This design comes from an exercise in tuning for a short achievable clock period and few clock cycles on the open sky130 flow, not from production work.
Where RTL was checked, it was by simulation tests only, not by an equivalence proof against the original.
No activity file was given, so power comes from the tool's default toggle rates.

05-19:
## pipeline_cpu
module pipeline_cpu (
    input  logic        clock,
    input  logic        arst_n,
    output logic [31:0] address_imem,
    input  logic [31:0] q_imem,
    output logic [31:0] address_dmem,
    output logic [31:0] data_dmem,
    output logic        wren,
    input  logic [31:0] q_dmem,
    output logic        ctrl_write_enable,
    output logic [4:0]  ctrl_write_reg,
    output logic [4:0]  ctrl_read_reg_a,
    output logic [4:0]  ctrl_read_reg_b,
    output logic [31:0] data_write_reg,
    input  logic [31:0] data_read_reg_a,
    input  logic [31:0] data_read_reg_b
);
==> flow/config.mk <==
export PLATFORM = sky130hd
export DESIGN_NAME = pipeline_cpu
export DESIGN_NICKNAME = pipeline_cpu
export VERILOG_FILES = /design/flow/design.v
export SDC_FILE = /design/flow/constraint.sdc
export NUM_CORES = 4
export LEC_CHECK = 0
export CAP_MARGIN = 20
export CORE_MARGIN = 2
export CORE_UTILIZATION = 45
export SETUP_SLACK_MARGIN = 4.0
export SLEW_MARGIN = 20
export SYNTH_HIERARCHICAL = 1
export TNS_END_PERCENT = 100
==> flow/constraint.sdc <==
create_clock -name core_clock -period 6.5 [get_ports {clock}]
set_input_delay 1.3000 -clock core_clock [delete_from_list [all_inputs] [get_ports {clock}]]
set_output_delay 1.3000 -clock core_clock [all_outputs]
set_load 0.01 [all_outputs]
standard.sh (not shown) runs the stock make flow with config.mk's settings and CLKGATE_MAP_FILE= SYNTH_SCRIPT=/design/flow/synth_recipe.tcl, a recipe that flattens the netlist after the stock synthesis.
==> flow/flow/run.sh <==
#!/bin/bash
# The standard layout, with the resizer free to change a cell's footprint
# (so the port buffers and other cells can take any buffer or gate size).
set -e
bash standard.sh MATCH_CELL_FOOTPRINT=0 finish > std_finish.log 2>&1
Testbench counts of 05-19, summed over its fixed seeds: cycles 591,592.
Here is what was changed in the inputs of 04-24 compared with 05-19.
- CORE_UTILIZATION now 50, was 45
Findings:
04-24 finished all stages; the layout is clean. Sort 05-19 and 04-24 by critical path's largest stage delay asc -> top: 05-19. 04-24 against 05-19; design area is down slightly. 04-24 vs. 05-19: portion of total power attributed to combinational logic dropped 0.6 points, total power has decreased.

---

Setup of the reference run:
Another version of the RTL of pipeline_cpu (not shown whole).
Size: ~280 I/O pins, ~0.061 mm^2 of cells after synthesis.
Settings: LEC_CHECK=0, CAP_MARGIN=20, CORE_MARGIN=2, CORE_UTILIZATION=45, SETUP_SLACK_MARGIN=4.0, SLEW_MARGIN=20, SYNTH_HIERARCHICAL=1, TNS_END_PERCENT=100; clock period 6.5 ns.
run.sh (not shown) runs the stock make flow with config.mk's settings and CLKGATE_MAP_FILE= SYNTH_SCRIPT=/design/flow/synth_recipe.tcl, a recipe that flattens the netlist after the stock synthesis.
Stock flow here: none of the scripts above is used.
Testbench counts of the reference run, summed over its fixed seeds: cycles 591,592.
--- input diff the reference run..the trial run ---
==> flow/flow/run.sh (new file) <==
#!/bin/bash
# The standard layout, with the resizer free to change a cell's footprint
# (so the port buffers and other cells can take any buffer or gate size).
set -e
bash standard.sh MATCH_CELL_FOOTPRINT=0 finish > std_finish.log 2>&1
==> flow/standard.sh (new file) <==
#!/bin/bash
# synth_recipe.tcl (not shown) runs the flow's synth.tcl, then flattens the netlist and writes it again
# the make line also repeats each setting of config.mk as NAME=value (left out here)
make -C /OpenROAD-flow-scripts/flow DESIGN_CONFIG=/design/flow/config.mk WORK_HOME=/design/flow/orfs CLKGATE_MAP_FILE= SYNTH_SCRIPT=/design/flow/synth_recipe.tcl "${@:-finish}"
-- flow/config.mk --
<<< the reference run, line 8
export CAP_MARGIN = 20
export CORE_MARGIN = 2
export CORE_UTILIZATION = 45
export SETUP_SLACK_MARGIN = 4.0
export SLEW_MARGIN = 20
>>> the trial run, line 8
export CAP_MARGIN = 20
export CORE_MARGIN = 2
export CORE_UTILIZATION = 50
export SETUP_SLACK_MARGIN = 4.0
export SLEW_MARGIN = 20
removed: flow/run.sh
## What came out
The trial run went all the way through the flow, and no timing, DRC or antenna check failed.
The reference run has higher shortest clock period the worst path allows after layout than the trial run.
From the reference run to the trial run the numbers moved as follows: via count has increased; aggregate global-route resource usage now sits higher.

---

Setup of the baseline:
Another version of the RTL of pipeline_cpu (not shown whole).
Size: roughly 100 flip-flops, roughly 280 I/O pins.
==> flow/config.mk <==
export PLATFORM = sky130hd
export DESIGN_NAME = pipeline_cpu
export DESIGN_NICKNAME = pipeline_cpu
export VERILOG_FILES = /design/flow/design.v
export SDC_FILE = /design/flow/constraint.sdc
export NUM_CORES = 4
export LEC_CHECK = 0
export ABC_CLOCK_PERIOD_IN_PS = 3000
export CAP_MARGIN = 20
export CORE_MARGIN = 2
export CORE_UTILIZATION = 40
export SETUP_SLACK_MARGIN = 3.6
export SLEW_MARGIN = 20
==> flow/constraint.sdc <==
create_clock -name core_clock -period 6.5 [get_ports {clock}]
set_input_delay 1.3000 -clock core_clock [delete_from_list [all_inputs] [get_ports {clock}]]
set_output_delay 1.3000 -clock core_clock [all_outputs]
set_load 0.01 [all_outputs]
Stock flow here: none of the scripts above is used.
Looking at the reports, the baseline completed the entire flow and the layout it produced met the timing, design-rule and antenna checks.
Inputs modified between the baseline and the candidate:
# the baseline
export LEC_CHECK = 0
export ABC_CLOCK_PERIOD_IN_PS = 3000
export CAP_MARGIN = 20
export CORE_MARGIN = 2
export CORE_UTILIZATION = 40
export SETUP_SLACK_MARGIN = 3.6
export SLEW_MARGIN = 20
create_clock -name core_clock -period 6.5 [get_ports {clock}]
# the candidate
export LEC_CHECK = 0
export CAP_MARGIN = 20
export CORE_MARGIN = 2
export CORE_UTILIZATION = 40
export SLEW_MARGIN = 20
create_clock -name core_clock -period 6.5 [get_ports {clock}]
## What came out
The candidate closes out successfully: all stages finished, all timing, DRC and antenna checks passed.
The candidate against the baseline; final cell area excluding filler cells is down by more than 10%.
Comparing the candidate and the baseline, global-route wire length before repair is lower on the candidate.
Clock insertion delay at the later pin of the skew report came out higher on the candidate than on the baseline.
No functional check of the RTL was part of any run of this note.

## what the ideal ports hide
In the flow no input, the clock included, has a driving cell. The finished layouts below were timed again as built, in two steps. Step 1, drivers: a clkbuf_16 drives clock and a buf_2 each remaining input, both assumed. Step 2 moves the port delays by t, midway between the first and last clock arrival at a register: inputs arrive t later, outputs are due t later. That takes back most of the time a late clock gives input paths. a / b / c = ideal / step 1 / step 2; a / b = the first two.
run	shift t [ns]	setup slack, ns	worst setup path at the end	clock arrival spread, ns
05-19	0.831	3.715 / 3.726 / 2.922	input to register	0.046 / 0.045
04-24	0.827	3.721 / 3.711 / 2.911	input to register	0.078 / 0.079
the reference run	0.807	3.173 / 3.173 / 2.606	input to register	0.051 / 0.051
the trial run	0.802	3.278 / 3.279 / 2.801	input to register	0.064 / 0.064
the baseline	0.423	1.960 / 1.944 / 1.521	input to register	0.016 / 0.016
the candidate	0.473	0.802 / 0.830 / 0.357	input to register	0.023 / 0.022
After both steps every run listed still meets setup and hold. For 04-24, which loses most, drivers alone change the setup slack by -0.010 ns; drivers and shift together by -0.810 ns.
